This is an optimization exercise on Yosys and OpenROAD, whose aim is small area, a short achievable clock period and few clock cycles per item, not a production implementation.
Power is estimated from default activity; no workload was simulated.

==> inputs of amber <==
// integer_to_radix_digits
module integer_to_radix_digits
#(
	parameter int MAX_ALPHABET = 16
) (
	input  logic                   clk,
	input  logic                   arst_n,
	input  logic                   cfg_we,
	input  logic [CFG_IDX_W-1:0]   cfg_index,
	input  logic [CFG_W-1:0]       cfg_data,
	input  logic                   in_valid,
	output logic                   in_ready,
	input  logic signed [DATA_W-1:0] value,
	output logic                   out_valid,
	input  logic                   out_ready,
	output logic [CHAR_W-1:0]      out_char,
	output logic                   last_char
);
	localparam int K  = 4;                  
	localparam int NS = (DATA_W + K - 1) / K;
	localparam int W  = NS * K;
	localparam int S  = 20;                 
	localparam int SW = 5;
	logic [RADIX_W-1:0] alen_q;
	logic               wlo_q;
	logic               whi_q;
	logic [CHAR_W-1:0]  ach_q [16];
	logic [15:0]        badf_q;
	function automatic logic bad_char(input logic [7:0] c);
		bad_char = c[7] || c[6:5] == 2'b00 || c == CHAR_PLUS || c == CHAR_MINUS;
	endfunction
	logic cfg_reg;
	assign cfg_reg = cfg_we && cfg_index != 2'd3;
	always_ff @(posedge clk or negedge arst_n) begin
		if (!arst_n) begin
			alen_q <= '0;
			wlo_q  <= 1'b0;
			whi_q  <= 1'b0;
		end else if (cfg_we) begin
			if (cfg_index == REG_LENGTH)
				alen_q <= cfg_data[RADIX_W-1:0];
			if (cfg_index == REG_LOW)
				wlo_q <= 1'b1;
			if (cfg_index == REG_HIGH)
				whi_q <= 1'b1;
		end
	end
	always_ff @(posedge clk) begin
		if (cfg_we && (cfg_index == REG_LOW || cfg_index == REG_HIGH)) begin
			for (int k = 0; k < 8; k++) begin
				if (cfg_index == REG_LOW) begin
					ach_q[k]  <= cfg_data[8*k +: CHAR_W];
					badf_q[k] <= bad_char(cfg_data[8*k +: 8]);
				end else begin
					ach_q[8+k]  <= cfg_data[8*k +: CHAR_W];
					badf_q[8+k] <= bad_char(cfg_data[8*k +: 8]);
				end
			end
		end
	end
	logic [4:0] nd;          
	logic       r2_q;
	logic       r4_q;
	logic       nd16_q;      
	logic [3:0] nd4_q;       
	logic [3:0] ndm1_q;      
	logic [3:0] h0_q;        
	logic [3:0] h1_q;        
	logic [3:0] m_q;         
	assign nd = (alen_q == 5'd2 || alen_q == 5'd4) ? 5'd16 : alen_q;
	always_ff @(posedge clk) begin
  ...
export LEC_CHECK = 0
export CAP_MARGIN = 20
export CORE_MARGIN = 2
export CORE_UTILIZATION = 40
export SLEW_MARGIN = 20
create_clock -name core_clock -period 7.0 [get_ports {clk}]
run.sh (not shown) runs the stock make flow with config.mk's settings and CLKGATE_MAP_FILE= SYNTH_SCRIPT=/design/flow/synth_recipe.tcl, a recipe that flattens the netlist after the stock synthesis.
==> inputs of zinc, as changes to amber <==
--- a/flow/design.v
+++ b/flow/design.v
@@ -12,47 +12,51 @@
 	localparam logic [7:0] CHAR_MINUS = 8'h2d;
 	localparam logic [7:0] CHAR_FIRST = 8'd32;
 endpackage
 `timescale 1ns / 1ps
 import itrd_pkg::*;
 module itrd_div
 #(
-	parameter int K = 4
+	parameter int K = 2
 ) (
 	input  logic [3:0]   rem_i,    
 	input  logic [K-1:0] d_i,      
-	input  logic         nd16,     
-	input  logic [3:0]   nd4,      
+	input  logic         nd16,
+	input  logic [3:0]   nd4,
 	input  logic [3:0]   m,
 	output logic [K-1:0] q_o,      
 	output logic [3:0]   rem_o     
 );
-	function automatic logic ge4(input logic [3:0] a, input logic [3:0] b);
-		ge4 = (a[3] & ~b[3]) | (~(a[3] ^ b[3]) & ((a[2] & ~b[2]) | (~(a[2] ^ b[2]) &
-		      ((a[1] & ~b[1]) | (~(a[1] ^ b[1]) & (a[0] | ~b[0]))))));
+	function automatic logic ge4f(input logic [3:0] a, input logic [3:0] b);
+		logic [3:0] g;
+		logic [3:0] e;
+		g = a & ~b;
+		e = ~(a ^ b);
+		ge4f = g[3] | (e[3] & g[2]) | (e[3] & e[2] & g[1]) | (e[3] & e[2] & e[1] & (a[0] | ~b[0]));
 	endfunction
 	always_comb begin
 		logic [3:0] r;
 		logic [3:0] t;
 		logic [3:0] s;
 		logic       q;
-		logic       c0;
 		logic       c1;
 		logic       c2;
+		logic       c3;
 		r = rem_i;
 		for (int b = K - 1; b >= 0; b--) begin
 			t  = {r[2:0], d_i[b]};
-			q  = r[3] | (~nd16 & ge4(t, nd4));
+			q  = r[3] | (~nd16 & ge4f(t, nd4));
+			c1 = t[0] & m[0];
+			c2 = (t[1] & m[1]) | (t[1] & t[0] & m[0]) | (m[1] & t[0] & m[0]);
+			c3 = (t[2] & m[2]) | (t[2] & t[1] & m[1]) | (t[2] & t[1] & t[0] & m[0]) | (t[2] & m[1] & t[0] & m[0])
+			   | (m[2] & t[1] & m[1]) | (m[2] & t[1] & t[0] & m[0]) | (m[2] & m[1] & t[0] & m[0]);
 			s[0] = t[0] ^ m[0];
-			c0   = t[0] & m[0];
-			s[1] = t[1] ^ m[1] ^ c0;
-			c1   = (t[1] & m[1]) | (c0 & (t[1] | m[1]));
-			s[2] = t[2] ^ m[2] ^ c1;
-			c2   = (t[2] & m[2]) | (c1 & (t[2] | m[2]));
-			s[3] = t[3] ^ m[3] ^ c2;
+			s[1] = t[1] ^ m[1] ^ c1;
+			s[2] = t[2] ^ m[2] ^ c2;
+			s[3] = t[3] ^ m[3] ^ c3;
 			q_o[b] = q;
 			r = q ? s : t;
 		end
 		rem_o = r;
 	end
 endmodule
 `timescale 1ns / 1ps
@@ -70,15 +74,17 @@
 	output logic                   in_ready,
 	input  logic signed [DATA_W-1:0] value,
 	output logic                   out_valid,
 	input  logic                   out_ready,
 	output logic [CHAR_W-1:0]      out_char,
 	output logic                   last_char
 );
-	localparam int K  = 4;                  
+	localparam int K  = 2;                  
+	localparam int NV = 2;                  
+	localparam int VW = 1;
 	localparam int NS = (DATA_W + K - 1) / K;
 	localparam int W  = NS * K;
 	localparam int S  = 20;                 
 	localparam int SW = 5;
 	logic [RADIX_W-1:0] alen_q;
 	logic               wlo_q;
 	logic               whi_q;
@@ -179,34 +185,43 @@
 			ci_q  <= ci_q + 4'd1;
 			if (chk_last) begin
 				chk_busy_q <= 1'b0;
 				ok_q       <= lenok && !badany && !dup_q && !dupnow;
 			end
 		end
 	end
-	logic               vfull_q;      
-	logic               vent_q;       
-	logic [DATA_W-1:0]  vcap_q;
-	logic [W-1:0]       uext;         
+	logic [NV-1:0]      vfull_q;
+	logic [VW-1:0]      vfp_q;        
+	logic [VW-1:0]      vep_q;        
+	logic [NV-1:0]      vent_q;       
+	logic               vepv_q;       
+	logic [DATA_W-1:0]  vcap_q [NV];
+	logic [W-1:0]       uext   [NV];  
+	logic [W-1:0]       uent;
 	logic [NS-1:0]      unz;
 	logic [NS-1:0]      utop;         
-	assign uext = W'(vcap_q ^ {DATA_W{vcap_q[DATA_W-1]}});
+	for (genvar v = 0; v < NV; v++) begin : g_vx
+		assign uext[v] = W'(vcap_q[v] ^ {DATA_W{vcap_q[v][DATA_W-1]}});
+	end
+	assign uent   = uext[vep_q];
+	assign vepv_q = vfull_q[vep_q] && !vent_q[vep_q];
 	always_comb begin
 		logic seen;
 		for (int c = 0; c < NS; c++)
-			unz[c] = |uext[c*K +: K];
+			unz[c] = |uent[c*K +: K];
 		seen = 1'b0;
 		for (int c = NS - 1; c >= 1; c--) begin
 			utop[c] = unz[c] && !seen;
 			seen    = seen || unz[c];
 		end
 		utop[0] = !seen;
 	end
 	logic [NS-1:0] sv_q;             
 	logic [NS-1:0] sf_q;             
+	logic [VW-1:0] svi_q  [NS];      
 	logic [NS-1:0] snz_q;            
 	logic [3:0]    srem_q [NS];
 	logic [K-1:0]  x_q    [NS];      
 	logic [K-1:0]  dch  [NS];
 	logic [K-1:0]  qch  [NS];
 	logic [3:0]    rout [NS];
 	logic [NS-1:0] qnz;
@@ -228,63 +243,91 @@
 	logic          cont0;
 	logic          cin_m1;
 	logic [4:0]    sum_m1;
 	logic          cout_m1;
 	logic [3:0]    dig_m1;
 	logic          vneg_m1;
 	function automatic logic ge4(input logic [3:0] a, input logic [3:0] b);
-		ge4 = (a[3] & ~b[3]) | (~(a[3] ^ b[3]) & ((a[2] & ~b[2]) | (~(a[2] ^ b[2]) &
-		      ((a[1] & ~b[1]) | (~(a[1] ^ b[1]) & (a[0] | ~b[0]))))));
+		logic [3:0] g;
+		logic [3:0] e;
+		g = a & ~b;
+		e = ~(a ^ b);
+		ge4 = g[3] | (e[3] & g[2]) | (e[3] & e[2] & g[1]) | (e[3] & e[2] & e[1] & (a[0] | ~b[0]));
 	endfunction
-	logic [NS-1:0] dgen;             
+	logic [NS-1:0] qlow;             
+	logic [NS-1:0] remhi;            
 	for (genvar c = 0; c < NS; c++) begin : g_st
-		assign dch[c] = sf_q[c] ? uext[c*K +: K] : x_q[c];
+		assign dch[c] = sf_q[c] ? uext[svi_q[c]][c*K +: K] : x_q[c];
 		itrd_div #(.K(K)) u_div (
 			.rem_i (srem_q[c]),
 			.d_i   (dch[c]),
 			.nd16  (nd16_q),
 			.nd4   (nd4_q),
 			.m     (m_q),
 			.q_o   (qch[c]),
 			.rem_o (rout[c])
 		);
-		assign dgen[c] = !nd16_q && ge4(dch[c], nd4_q);
-		assign qnz[c]  = (|srem_q[c]) || dgen[c];
+		assign remhi[c] = srem_q[c][3] || srem_q[c][2];
+		assign qlow[c]  = !nd16_q && ge4({srem_q[c][1:0], dch[c]}, nd4_q);
+		assign qnz[c]   = remhi[c] || qlow[c];
 	end
 	assign cin_m1  = ef_q ? eneg_q : carry_q;
 	assign cout_m1 = ev_q && cin_m1 && er_q == ndm1_q;
 	always_comb begin
 		sum_m1 = '0;
 		if (!cout_m1) begin
 			sum_m1[0] = er_q[0] ^ cin_m1;
 			sum_m1[1] = er_q[1] ^ (er_q[0] & cin_m1);
 			sum_m1[2] = er_q[2] ^ (er_q[1] & er_q[0] & cin_m1);
 			sum_m1[3] = er_q[3] ^ (er_q[2] & er_q[1] & er_q[0] & cin_m1);
 		end
 	end
 	assign dig_m1  = sum_m1[3:0];
 	assign vneg_m1 = ef_q ? eneg_q : curneg_q;
-	assign cin0    = sf_q[0] ? vcap_q[DATA_W-1] : cout_m1;
-	assign cont0   = (|srem_q[0]) || dgen[0] || (cin0 && dch[0] == ndm1_q);
+	logic vneg0;
+	assign vneg0   = vcap_q[svi_q[0]][DATA_W-1];
+	assign cin0    = sf_q[0] ? vneg0 : cout_m1;
+	assign cont0   = qnz[0] || (cin0 && !remhi[0] && {srem_q[0][1:0], dch[0]} == ndm1_q);
 	always_comb begin
 		logic any;
 		for (int c = 1; c < NS; c++)
 			trig[c] = sv_q[c] && !snz_q[c] && qnz[c];
 		trig[0] = sv_q[0] && !snz_q[0] && cont0;
-		mv[0] = !gstall;
-		for (int c = 1; c < NS; c++)
-			mv[c] = !gstall && (!sv_q[c-1] || (mv[c-1] && !trig[c-1]));
+		begin
+			logic [NS-1:0] bg;
+			logic [NS-1:0] bp;
+			logic [NS-1:0] ng;
+			logic [NS-1:0] np;
+			bg = sv_q & trig;
+			bp = sv_q & ~trig;
+			for (int d = 1; d < NS; d = d * 2) begin
+				for (int c = 0; c < NS; c++) begin
+					if (c >= d) begin
+						ng[c] = bg[c] | (bp[c] & bg[c-d]);
+						np[c] = bp[c] & bp[c-d];
+					end else begin
+						ng[c] = bg[c];
+						np[c] = bp[c];
+					end
+				end
+				bg = ng;
+				bp = np;
+			end
+			mv[0] = !gstall;
+			for (int c = 1; c < NS; c++)
+				mv[c] = !gstall && !bg[c-1];
+		end
 		any = 1'b0;
 		for (int c = NS - 1; c >= 0; c--) begin
 			any        = any || sv_q[c];
 			free_ge[c] = !any;
 		end
 		for (int c = 0; c < NS; c++) begin
 			entc[c] = trig[c] && mv[c];
-			enty[c] = vfull_q && !vent_q && utop[c] && free_ge[c] && !gstall;
+			enty[c] = vepv_q && utop[c] && free_ge[c] && !gstall;
 			infa[c] = (c < NS - 1) ? (sv_q[(c+1) % NS] && mv[(c+1) % NS]) : 1'b0;
 		end
 	end
 	always_ff @(posedge clk or negedge arst_n) begin
 		if (!arst_n) begin
 			sv_q <= '0;
 		end else if (flush) begin
@@ -296,18 +339,20 @@
 	end
 	always_ff @(posedge clk) begin
 		for (int c = 0; c < NS; c++) begin
 			if (mv[c])
 				x_q[c] <= qch[c];
 			if (entc[c] || enty[c]) begin
 				sf_q[c]   <= enty[c];
+				svi_q[c]  <= vep_q;
 				snz_q[c]  <= 1'b0;
 				srem_q[c] <= '0;
 			end else if (infa[c]) begin
 				sf_q[c]   <= sf_q[(c+1) % NS];
+				svi_q[c]  <= svi_q[(c+1) % NS];
 				snz_q[c]  <= snz_q[(c+1) % NS] || qnz[(c+1) % NS];
 				srem_q[c] <= rout[(c+1) % NS];
 			end
 		end
 	end
 	logic [3:0]    buf_q [S];
 	logic [SW-1:0] wp_q;
@@ -337,53 +382,59 @@
 		end else if (!gstall) begin
 			ev_q <= sv_q[0];
 		end
 	end
 	always_ff @(posedge clk) begin
 		if (!gstall) begin
 			ef_q    <= sf_q[0];
-			eneg_q  <= vcap_q[DATA_W-1];
+			eneg_q  <= vneg0;
 			er_q    <= rout[0];
 			edone_q <= !snz_q[0] && !cont0;
 		end
 		if (m1_go) begin
 			carry_q  <= cout_m1;
 			curneg_q <= vneg_m1;
 			buf_q[wp_q] <= dig_m1;
 		end
 	end
-	logic vrel;
+	logic vrel;      
 	logic accept;
-	assign vrel     = sv_q[0] && sf_q[0] && mv[0];
 	logic vtake;     
+	assign vrel     = sv_q[0] && sf_q[0] && mv[0];
 	assign vtake    = chk_busy_q ? pre_ok : ok_q;
-	assign in_ready = !vtake || !vfull_q || vrel;
+	assign in_ready = !vtake || !vfull_q[vfp_q] || (vrel && svi_q[0] == vfp_q);
 	assign accept   = in_valid && in_ready;
 	always_ff @(posedge clk or negedge arst_n) begin
 		if (!arst_n) begin
-			vfull_q <= 1'b0;
-			vent_q  <= 1'b0;
+			vfull_q <= '0;
+			vent_q  <= '0;
+			vfp_q   <= '0;
+			vep_q   <= '0;
 		end else if (flush) begin
-			vfull_q <= 1'b0;
-			vent_q  <= 1'b0;
+			vfull_q <= '0;
+			vent_q  <= '0;
+			vfp_q   <= '0;
+			vep_q   <= '0;
 		end else begin
+			if (vrel)
+				vfull_q[svi_q[0]] <= 1'b0;
+			if (|enty) begin
+				vent_q[vep_q] <= 1'b1;
+				vep_q         <= VW'(vep_q + VW'(1));
+			end
 			if (accept && vtake) begin
-				vfull_q <= 1'b1;
-				vent_q  <= 1'b0;
-			end else begin
-				if (vrel)
-					vfull_q <= 1'b0;
-				if (|enty)
-					vent_q <= 1'b1;
+				vfull_q[vfp_q] <= 1'b1;
+				vent_q[vfp_q]  <= 1'b0;
+				vfp_q          <= VW'(vfp_q + VW'(1));
 			end
 		end
 	end
 	always_ff @(posedge clk) begin
 		if (accept)
-			vcap_q <= value;
+			vcap_q[vfp_q] <= value;
 	end
 	logic          busy_q;
 	logic [SW-1:0] rp_q;
 	logic [SW-1:0] base_q;
 	logic [SW-1:0] nb_q;
 	logic [SW-1:0] seglen_q;
 	logic [1:0]    sub_q;
==> inputs of quartz, as changes to amber <==
--- a/flow/design.v
+++ b/flow/design.v
@@ -12,49 +12,35 @@
 	localparam logic [7:0] CHAR_MINUS = 8'h2d;
 	localparam logic [7:0] CHAR_FIRST = 8'd32;
 endpackage
 `timescale 1ns / 1ps
 import itrd_pkg::*;
 module itrd_div
 #(
-	parameter int K = 4
+	parameter int K = 2
 ) (
 	input  logic [3:0]   rem_i,    
 	input  logic [K-1:0] d_i,      
-	input  logic         nd16,     
-	input  logic [3:0]   nd4,      
-	input  logic [3:0]   m,
+	input  logic [4:0]   nd,       
 	output logic [K-1:0] q_o,      
 	output logic [3:0]   rem_o     
 );
-	function automatic logic ge4(input logic [3:0] a, input logic [3:0] b);
-		ge4 = (a[3] & ~b[3]) | (~(a[3] ^ b[3]) & ((a[2] & ~b[2]) | (~(a[2] ^ b[2]) &
-		      ((a[1] & ~b[1]) | (~(a[1] ^ b[1]) & (a[0] | ~b[0]))))));
-	endfunction
 	always_comb begin
 		logic [3:0] r;
-		logic [3:0] t;
-		logic [3:0] s;
-		logic       q;
-		logic       c0;
-		logic       c1;
-		logic       c2;
+		logic [4:0] t;
 		r = rem_i;
 		for (int b = K - 1; b >= 0; b--) begin
-			t  = {r[2:0], d_i[b]};
-			q  = r[3] | (~nd16 & ge4(t, nd4));
-			s[0] = t[0] ^ m[0];
-			c0   = t[0] & m[0];
-			s[1] = t[1] ^ m[1] ^ c0;
-			c1   = (t[1] & m[1]) | (c0 & (t[1] | m[1]));
-			s[2] = t[2] ^ m[2] ^ c1;
-			c2   = (t[2] & m[2]) | (c1 & (t[2] | m[2]));
-			s[3] = t[3] ^ m[3] ^ c2;
-			q_o[b] = q;
-			r = q ? s : t;
+			t = {r, d_i[b]};
+			if (t >= nd) begin
+				q_o[b] = 1'b1;
+				r      = 4'(t - nd);
+			end else begin
+				q_o[b] = 1'b0;
+				r      = t[3:0];
+			end
 		end
 		rem_o = r;
 	end
 endmodule
 `timescale 1ns / 1ps
 import itrd_pkg::*;
 module integer_to_radix_digits
@@ -70,15 +56,15 @@
 	output logic                   in_ready,
 	input  logic signed [DATA_W-1:0] value,
 	output logic                   out_valid,
 	input  logic                   out_ready,
 	output logic [CHAR_W-1:0]      out_char,
 	output logic                   last_char
 );
-	localparam int K  = 4;                  
+	localparam int K  = 2;                  
 	localparam int NS = (DATA_W + K - 1) / K;
 	localparam int W  = NS * K;
 	localparam int S  = 20;                 
 	localparam int SW = 5;
 	logic [RADIX_W-1:0] alen_q;
 	logic               wlo_q;
 	logic               whi_q;
@@ -112,33 +98,21 @@
 				end else begin
 					ach_q[8+k]  <= cfg_data[8*k +: CHAR_W];
 					badf_q[8+k] <= bad_char(cfg_data[8*k +: 8]);
 				end
 			end
 		end
 	end
-	logic [4:0] nd;          
+	logic [4:0] nd_q;        
 	logic       r2_q;
 	logic       r4_q;
-	logic       nd16_q;      
-	logic [3:0] nd4_q;       
-	logic [3:0] ndm1_q;      
-	logic [3:0] h0_q;        
-	logic [3:0] h1_q;        
-	logic [3:0] m_q;         
-	assign nd = (alen_q == 5'd2 || alen_q == 5'd4) ? 5'd16 : alen_q;
 	always_ff @(posedge clk) begin
-		r2_q   <= alen_q == 5'd2;
-		r4_q   <= alen_q == 5'd4;
-		nd16_q <= nd == 5'd16;
-		nd4_q  <= nd[3:0];
-		ndm1_q <= 4'(nd - 5'd1);
-		h0_q   <= 4'((nd + 5'd1) >> 1);
-		h1_q   <= 4'(nd >> 1);
-		m_q    <= 4'(5'd16 - nd);
+		r2_q <= alen_q == 5'd2;
+		r4_q <= alen_q == 5'd4;
+		nd_q <= (alen_q == 5'd2 || alen_q == 5'd4) ? 5'd16 : alen_q;
 	end
 	logic [3:0]        asel;
 	logic [CHAR_W-1:0] achar;
 	assign achar = ach_q[asel];
 	logic       chk_busy_q;
 	logic       ok_q;
 	logic       dup_q;
@@ -155,18 +129,14 @@
 				badany = 1'b1;
 		dupnow = 1'b0;
 		for (int j = 1; j < 16; j++)
 			if (4'(j) > ci_q && 5'(j) < alen_q && ach_q[j] == achar)
 				dupnow = 1'b1;
 	end
 	assign chk_last = !lenok || ({1'b0, ci_q} + 5'd2 >= alen_q);
-	logic pre_ok;
-	logic flush;
-	assign pre_ok = lenok && !badany;
-	assign flush  = cfg_reg || (chk_busy_q && chk_last && (!pre_ok || dup_q || dupnow));
 	always_ff @(posedge clk or negedge arst_n) begin
 		if (!arst_n) begin
 			chk_busy_q <= 1'b0;
 			ok_q       <= 1'b0;
 			dup_q      <= 1'b0;
 			ci_q       <= '0;
 		end else if (cfg_reg) begin
@@ -227,48 +197,32 @@
 	logic          cin0;
 	logic          cont0;
 	logic          cin_m1;
 	logic [4:0]    sum_m1;
 	logic          cout_m1;
 	logic [3:0]    dig_m1;
 	logic          vneg_m1;
-	function automatic logic ge4(input logic [3:0] a, input logic [3:0] b);
-		ge4 = (a[3] & ~b[3]) | (~(a[3] ^ b[3]) & ((a[2] & ~b[2]) | (~(a[2] ^ b[2]) &
-		      ((a[1] & ~b[1]) | (~(a[1] ^ b[1]) & (a[0] | ~b[0]))))));
-	endfunction
-	logic [NS-1:0] dgen;             
 	for (genvar c = 0; c < NS; c++) begin : g_st
 		assign dch[c] = sf_q[c] ? uext[c*K +: K] : x_q[c];
 		itrd_div #(.K(K)) u_div (
 			.rem_i (srem_q[c]),
 			.d_i   (dch[c]),
-			.nd16  (nd16_q),
-			.nd4   (nd4_q),
-			.m     (m_q),
+			.nd    (nd_q),
 			.q_o   (qch[c]),
 			.rem_o (rout[c])
 		);
-		assign dgen[c] = !nd16_q && ge4(dch[c], nd4_q);
-		assign qnz[c]  = (|srem_q[c]) || dgen[c];
+		assign qnz[c] = {srem_q[c], dch[c]} >= (4+K)'(nd_q);
 	end
 	assign cin_m1  = ef_q ? eneg_q : carry_q;
-	assign cout_m1 = ev_q && cin_m1 && er_q == ndm1_q;
-	always_comb begin
-		sum_m1 = '0;
-		if (!cout_m1) begin
-			sum_m1[0] = er_q[0] ^ cin_m1;
-			sum_m1[1] = er_q[1] ^ (er_q[0] & cin_m1);
-			sum_m1[2] = er_q[2] ^ (er_q[1] & er_q[0] & cin_m1);
-			sum_m1[3] = er_q[3] ^ (er_q[2] & er_q[1] & er_q[0] & cin_m1);
-		end
-	end
-	assign dig_m1  = sum_m1[3:0];
+	assign sum_m1  = {1'b0, er_q} + {4'd0, cin_m1};
+	assign cout_m1 = ev_q && sum_m1 == nd_q;
+	assign dig_m1  = cout_m1 ? 4'd0 : sum_m1[3:0];
 	assign vneg_m1 = ef_q ? eneg_q : curneg_q;
 	assign cin0    = sf_q[0] ? vcap_q[DATA_W-1] : cout_m1;
-	assign cont0   = (|srem_q[0]) || dgen[0] || (cin0 && dch[0] == ndm1_q);
+	assign cont0   = ({1'b0, srem_q[0], dch[0]} + (5+K)'(cin0)) >= (5+K)'(nd_q);
 	always_comb begin
 		logic any;
 		for (int c = 1; c < NS; c++)
 			trig[c] = sv_q[c] && !snz_q[c] && qnz[c];
 		trig[0] = sv_q[0] && !snz_q[0] && cont0;
 		mv[0] = !gstall;
 		for (int c = 1; c < NS; c++)
@@ -283,16 +237,14 @@
 			enty[c] = vfull_q && !vent_q && utop[c] && free_ge[c] && !gstall;
 			infa[c] = (c < NS - 1) ? (sv_q[(c+1) % NS] && mv[(c+1) % NS]) : 1'b0;
 		end
 	end
 	always_ff @(posedge clk or negedge arst_n) begin
 		if (!arst_n) begin
 			sv_q <= '0;
-		end else if (flush) begin
-			sv_q <= '0;
 		end else begin
 			for (int c = 0; c < NS; c++)
 				sv_q[c] <= entc[c] || enty[c] || infa[c] || (sv_q[c] && !mv[c]);
 		end
 	end
 	always_ff @(posedge clk) begin
 		for (int c = 0; c < NS; c++) begin
@@ -307,37 +259,35 @@
 				snz_q[c]  <= snz_q[(c+1) % NS] || qnz[(c+1) % NS];
 				srem_q[c] <= rout[(c+1) % NS];
 			end
 		end
 	end
 	logic [3:0]    buf_q [S];
 	logic [SW-1:0] wp_q;
-	logic [SW:0]   cnt_q;
+	logic [SW-1:0] cnt_q;
 	logic [1:0]    qn_q;
 	logic [SW-1:0] qtop_q [2];
 	logic          qneg_q [2];
 	logic [1:0]    qst_q  [2];
 	logic          m1_go;           
 	logic          push;
 	logic [1:0]    st_m1;
 	always_comb begin
 		st_m1 = 2'd0;
 		if (r2_q)
 			st_m1 = dig_m1[3] ? 2'd3 : dig_m1[2] ? 2'd2 : dig_m1[1] ? 2'd1 : 2'd0;
 		else if (r4_q)
 			st_m1 = (dig_m1[3] || dig_m1[2]) ? 2'd1 : 2'd0;
 	end
-	assign gstall = ev_q && (cnt_q == (SW+1)'(S) || (edone_q && qn_q == 2'd2));
+	assign gstall = ev_q && (cnt_q == SW'(S) || (edone_q && qn_q == 2'd2));
 	assign m1_go  = ev_q && !gstall;
 	assign push   = m1_go && edone_q;
 	always_ff @(posedge clk or negedge arst_n) begin
 		if (!arst_n) begin
 			ev_q <= 1'b0;
-		end else if (flush) begin
-			ev_q <= 1'b0;
 		end else if (!gstall) begin
 			ev_q <= sv_q[0];
 		end
 	end
 	always_ff @(posedge clk) begin
 		if (!gstall) begin
 			ef_q    <= sf_q[0];
@@ -350,27 +300,22 @@
 			curneg_q <= vneg_m1;
 			buf_q[wp_q] <= dig_m1;
 		end
 	end
 	logic vrel;
 	logic accept;
 	assign vrel     = sv_q[0] && sf_q[0] && mv[0];
-	logic vtake;     
-	assign vtake    = chk_busy_q ? pre_ok : ok_q;
-	assign in_ready = !vtake || !vfull_q || vrel;
+	assign in_ready = !chk_busy_q && (!ok_q || !vfull_q || vrel);
 	assign accept   = in_valid && in_ready;
 	always_ff @(posedge clk or negedge arst_n) begin
 		if (!arst_n) begin
 			vfull_q <= 1'b0;
 			vent_q  <= 1'b0;
-		end else if (flush) begin
-			vfull_q <= 1'b0;
-			vent_q  <= 1'b0;
 		end else begin
-			if (accept && vtake) begin
+			if (accept && ok_q) begin
 				vfull_q <= 1'b1;
 				vent_q  <= 1'b0;
 			end else begin
 				if (vrel)
 					vfull_q <= 1'b0;
 				if (|enty)
 					vent_q <= 1'b1;
@@ -404,15 +349,15 @@
 	logic          seg_end;
 	logic [1:0]    spe;
 	logic          load_q0;        
 	logic          load_push;      
 	logic          pop;
 	assign out_free = !out_valid_q || out_ready;
 	assign d_free   = !dv_q || out_free;
-	assign e_go     = busy_q && d_free && ok_q;
+	assign e_go     = busy_q && d_free;
 	assign ent      = buf_q[rp_q];
 	assign at_base  = rp_q == base_q;
 	assign spe      = r2_q ? 2'd3 : r4_q ? 2'd1 : 2'd0;
 	assign seg_end  = e_go && !spend_q && sub_q == 2'd0 && at_base;
 	always_comb begin
 		if (r2_q)
 			edig = {3'd0, ent[sub_q]};
@@ -448,27 +393,18 @@
 			wp_q    <= '0;
 			cnt_q   <= '0;
 			qn_q    <= '0;
 			busy_q  <= 1'b0;
 			nb_q    <= '0;
 			dv_q    <= 1'b0;
 			out_valid_q <= 1'b0;
-		end else if (flush) begin
-			wp_q    <= '0;
-			cnt_q   <= '0;
-			qn_q    <= '0;
-			busy_q  <= 1'b0;
-			nb_q    <= '0;
-			dv_q    <= 1'b0;
-			if (out_free)
-				out_valid_q <= dv_q;
 		end else begin
 			if (m1_go)
 				wp_q <= ring_inc(wp_q);
-			cnt_q <= cnt_q + (SW+1)'(m1_go) - (seg_end ? {1'b0, seglen_q} : '0);
+			cnt_q <= cnt_q + SW'(m1_go) - (seg_end ? seglen_q : '0);
 			begin
 				logic push_q;
 				push_q = push && !load_push;
 				case ({push_q, pop})
 					2'b10: qn_q <= qn_q + 2'd1;
 					2'b01: qn_q <= qn_q - 2'd1;
 					default: ;
==> notes <==
quartz passed the timing, DRC and antenna checks. zinc passed the timing, DRC and antenna checks. amber finished clean. The highest register-to-register slack belongs to quartz, the lowest to amber. Utilization, highest first: amber, quartz, zinc. Worst hold slack: zinc is higher than amber (0.0036 ns). Maximum frequency, lowest first: amber, zinc, quartz. Between amber and zinc, the lower final area is in amber (gap about 14%, measured against zinc). Routed wire length: zinc > amber > quartz. In zinc the synthesized area is higher than in amber, by 22%.
==> figures <==
item                                                                                            quartz           amber            zinc
Result of the run                                                                       finished clean  finished clean  finished clean
Met2 routed wirelength                                                                        41000 µm        43800 µm        45300 µm
Number of antenna violations at the first check in global routing                                    0               1               1
Multi-input combinational area share                                                             46.9%           46.3%           48.2%
Average instance area after synthesis                                                         10.6 µm²        10.6 µm²        10.3 µm²
Number of vias in the routed layout                                                              23000           23100           26600
Via count of the first global-routing pass                                                       23600           23000           25500
Yosys top cell area share                                                                        32.8%           33.9%           32.5%
PwrDens                                                                                     442 mW/mm²      572 mW/mm²      392 mW/mm²
Post-synthesis share of cell area spent on full adders, half adders and majority gates           12.8%           14.2%           11.3%
Met2 demand-to-capacity share in global routing                                                  36.8%           40.2%           34.9%
Combinational group share of total power                                                         51.2%           65.3%           47.6%
Synth warnings                                                                                      18              18              22
DR vias/cell                                                                                      5.63            5.83            5.59
Switching Share                                                                                  40.4%           43.7%           39.5%
No functional check of the RTL was part of any run of this note.

==> re-timing with driven ports <==
How much do the figures lean on ideal ports? The routed layouts below were timed once more, with nothing changed but the port constraints.
Step 1: set_driving_cell puts a clkbuf_16 on clk and a buf_2 on each other input, an assumption about the parent block.
Step 2 moves the port delays by t, midway between the first and last clock arrival at a register: inputs arrive t later, outputs are due t later. That takes back most of the time a late clock gives input paths.
Slacks: ideal ports / drivers / drivers and shift; pairs: ideal ports / drivers.
| run | t (ns) | slack for setup (ns) | worst setup path at the end | latest minus earliest clock arrival (ns) | worst slew at a driven data input, ns |
|---|---|---|---|---|---|
| amber | 0.679 | 0.248 / 0.248 / 0.248 | register to register | 0.040 / 0.040 | 0.04 |
| zinc | 0.709 | 0.949 / 0.949 / 0.927 | input to register | 0.029 / 0.028 | 0.08 |
| quartz | 0.682 | 1.271 / 1.271 / 0.994 | input to register | 0.067 / 0.066 | 0.05 |
After both steps setup and hold are still met in every run listed. The setup slack of quartz, which loses most, moves by 0.000 ns with the drivers and by -0.277 ns with both steps.
